Source: an optimization exercise on an open RTL-to-GDS flow (aim: small area, a short achievable clock period and few clock cycles). Production flows keep margins and buffers that such runs may drop. Only simulation tests tie the RTL to the original design; equivalence was not proved.

==> flow/design.v (excerpt) <==
module rate_monotonic_task_picker #(
  parameter int MAX_TASKS = rmtp_pkg::MaxTasksDef
) (
  input  logic                          clk_i,
  input  logic                          rst_ni,
  input  logic                          in_valid_i,
  output logic                          in_stall_o,
  input  logic [92:0]                   in_data_i,
  output logic                          out_valid_o,
  input  logic                          out_stall_i,
  output logic [4:0]                    out_data_o,
  input  logic                          cfg_we_i,
  input  logic [0:0]                    cfg_idx_i,
  input  logic [4:0]                    cfg_wdata_i
);
Size in the first run: about 8000 cells after synthesis, roughly 1800 flip-flops, ~110 I/O pins.
clock: 10.0 ns
lec_check: 0
cap_margin: 20
core_margin: 2
core_utilization: 40
cts_cluster_diameter: 70
cts_cluster_size: 25
place_density: 0.6
setup_slack_margin: 5
slew_margin: 20
tns_end_percent: 5
standard.sh (not shown) runs the stock make flow with config.mk's settings and CLKGATE_MAP_FILE= SYNTH_SCRIPT=/design/flow/synth_recipe.tcl, a recipe that flattens the netlist after the stock synthesis.
==> flow/flow/run.sh <==
#!/bin/bash
# The standard layout (standard.sh), with two changes to how it is made:
# timing repair may resize a cell to one of another footprint, and the port
# buffers are buf_4 cells.
set -euo pipefail
bash standard.sh MATCH_CELL_FOOTPRINT=0 "BUFFER_PORTS_ARGS=-buffer_cell sky130_fd_sc_hd__buf_4" finish > standard.log 2>&1
Testbench counts at the start, summed over its fixed seeds: cycles 8,596.
Edit:
--- a/flow/design.v
+++ b/flow/design.v
@@ -67,42 +67,48 @@
     end else if (!out_stall_i) begin
       out_vld_q <= 1'b0;
     end
   end
 endmodule
 `timescale 1ns / 1ps
 module rmtp_pick (
   input  logic [15:0]        rdy_i,
   input  logic [15:0][15:0]  le_i,
-  input  logic [3:0]         idle_i,
-  output rmtp_pkg::out_item_t pick_o
+  output logic [15:0]        win_o
 );
-  logic [15:0] win;
-  logic [3:0]  idx;
   always_comb begin
     for (int i = 0; i < 16; i++) begin
-      win[i] = rdy_i[i];
+      win_o[i] = rdy_i[i];
       for (int j = 0; j < 16; j++) begin
         if (j < i) begin
-          win[i] = win[i] && (!rdy_i[j] || !le_i[j][i]);
+          win_o[i] = win_o[i] && (!rdy_i[j] || !le_i[j][i]);
         end else if (j > i) begin
-          win[i] = win[i] && (!rdy_i[j] || le_i[i][j]);
+          win_o[i] = win_o[i] && (!rdy_i[j] || le_i[i][j]);
         end
       end
     end
+  end
+endmodule
+module rmtp_enc (
+  input  logic [15:0]         win_i,
+  input  logic [3:0]          idle_i,
+  output rmtp_pkg::out_item_t pick_o
+);
+  logic [3:0] idx;
+  always_comb begin
     idx = '0;
     for (int i = 0; i < 16; i++) begin
-      if (win[i]) begin
+      if (win_i[i]) begin
         idx = idx | 4'(i);
       end
     end
-    pick_o.chosen_idx = (|rdy_i) ? idx : idle_i;
-    pick_o.is_idle    = !(|rdy_i);
+    pick_o.chosen_idx = (|win_i) ? idx : idle_i;
+    pick_o.is_idle    = !(|win_i);
   end
 endmodule
 module rmtp_dpath (
   input  logic                              clk_i,
   input  logic                              rst_ni,
   input  logic                              take_i,
   input  rmtp_pkg::in_item_t                in_data_i,
   output rmtp_pkg::out_item_t               out_data_o,
   input  logic                              cfg_we_i,
@@ -122,18 +128,19 @@
   logic [4:0]          task_count_q;
   logic [3:0]          idle_task_q;
   logic            is_load, is_tick, is_set, is_wake, is_wait;
   logic [N-1:0]    ksel, csel, act, run_ok, base;
   logic [3:0]      cur;
   logic            chg_en, refill, sum_le;
   logic [15:0]     q_cur, p_cur, q_dec;
   logic [31:0]     r_cur;
   logic [N-1:0]    p_lt, p_eq;
+  logic [N-1:0]        win_wo, win_w;
   rmtp_pkg::out_item_t pick_wo, pick_w;
   assign is_load = take_i && in_data_i.opcode == rmtp_pkg::OP_LOAD;
   assign is_tick = take_i && in_data_i.opcode == rmtp_pkg::OP_TICK;
   assign is_set  = take_i && in_data_i.opcode == rmtp_pkg::OP_SET;
   assign is_wake = take_i && in_data_i.opcode == rmtp_pkg::OP_WAKE_REQ;
   assign is_wait = take_i && in_data_i.opcode == rmtp_pkg::OP_WAIT_REQ;
   assign cur     = in_data_i.current_task;
   assign chg_en  = is_tick && cur != idle_task_q;
   logic        w_cur;
@@ -252,66 +259,74 @@
       end
     end
   end
   logic ok_le1, ok_le0;
   assign ok_le1 = (chg_en && refill) ? |(run_ok & csel) : |(base & csel);
   assign ok_le0 = (chg_en && refill) ? 1'b0 : |(base & csel);
   rmtp_pick u_pick_wo (
     .rdy_i  (base & ~csel),
     .le_i   (le_q),
-    .idle_i (idle_task_q),
-    .pick_o (pick_wo)
+    .win_o  (win_wo)
   );
   rmtp_pick u_pick_w (
     .rdy_i  (base | csel),
     .le_i   (le_q),
-    .idle_i (idle_task_q),
-    .pick_o (pick_w)
+    .win_o  (win_w)
   );
   always_ff @(posedge clk_i) begin
     r_cur_q   <= r_cur;
     p_cur_q   <= p_cur;
     qt_new_q  <= refill ? d_cur : q_dec;
     cwr_idx_q <= cur;
   end
   always_ff @(posedge clk_i or negedge rst_ni) begin
     if (!rst_ni) begin
       cwr_en_q <= 1'b0;
       rwr_en_q <= 1'b0;
     end else begin
       cwr_en_q <= chg_en;
       rwr_en_q <= chg_en && refill;
     end
   end
-  rmtp_pkg::out_item_t pick_w_q, pick_wo_q;
+  logic [N-1:0]        win_w_q, win_wo_q;
   logic                ok_le1_q, ok_le0_q, sum_le_q;
   always_ff @(posedge clk_i) begin
     if (is_tick) begin
-      pick_w_q  <= pick_w;
-      pick_wo_q <= pick_wo;
+      win_w_q   <= win_w;
+      win_wo_q  <= win_wo;
       ok_le1_q  <= ok_le1;
       ok_le0_q  <= ok_le0;
       sum_le_q  <= sum_le;
     end
   end
   always_ff @(posedge clk_i or negedge rst_ni) begin
     if (!rst_ni) begin
       task_count_q <= '0;
       idle_task_q  <= '0;
     end else if (cfg_we_i) begin
       if (cfg_idx_i == rmtp_pkg::REG_TASK_COUNT) begin
         task_count_q <= cfg_wdata_i;
       end else begin
         idle_task_q <= cfg_wdata_i[3:0];
       end
     end
   end
-  assign out_data_o = (sum_le_q ? ok_le1_q : ok_le0_q) ? pick_w_q : pick_wo_q;
+  rmtp_enc u_enc_w (
+    .win_i  (win_w_q),
+    .idle_i (idle_task_q),
+    .pick_o (pick_w)
+  );
+  rmtp_enc u_enc_wo (
+    .win_i  (win_wo_q),
+    .idle_i (idle_task_q),
+    .pick_o (pick_wo)
+  );
+  assign out_data_o = (sum_le_q ? ok_le1_q : ok_le0_q) ? pick_w : pick_wo;
 endmodule
 `timescale 1ns / 1ps
 module rate_monotonic_task_picker #(
   parameter int MAX_TASKS = rmtp_pkg::MaxTasksDef
 ) (
   input  logic                          clk_i,
   input  logic                          rst_ni,
   input  logic                          in_valid_i,
   output logic                          in_stall_o,
=> Critical path depth stays the same; routed wire length grows by roughly a tenth; worst setup slack improves by 0.32 ns; count of clock-buffer cells in the layout grows by 6; cell count rises slightly; cell area is about the same; worst hold slack gains 0.0030 ns; sequential cell count rose by 22; global-route usage goes up by 3.1 points; synthesized cell count rises slightly; synthesized area goes up slightly; via count goes up by a few percent; die area climbs slightly; non-clock buffer count came out lower by 86.
Testbench counts after the change, summed over its fixed seeds: cycles 8,596.

-- static timing again, ports no longer ideal --
Ports are ideal in the flow. The routed layouts listed here were re-timed in OpenROAD.
Step 1: set_driving_cell puts a clkbuf_16 on clk_i and a buf_2 on each other input, an assumption about the parent block.
Step 2 also shifts input and output timing later by t, the mid clock arrival at the registers, as if the neighbouring blocks saw the same clock.
Three values: no drivers, after step 1, after step 2; two values: the first two.
run | shift t [ns] | setup slack, ns | latest minus earliest clock arrival (ns)
the first run | 0.935 | 4.109 / 4.014 / 3.079 | 0.073 / 0.073
the second run | 0.954 | 4.426 / 4.165 / 3.212 | 0.078 / 0.077
After both steps setup and hold are still met in every run listed. For the second run, which loses most, drivers alone change the setup slack by -0.261 ns; drivers and shift together by -1.214 ns.
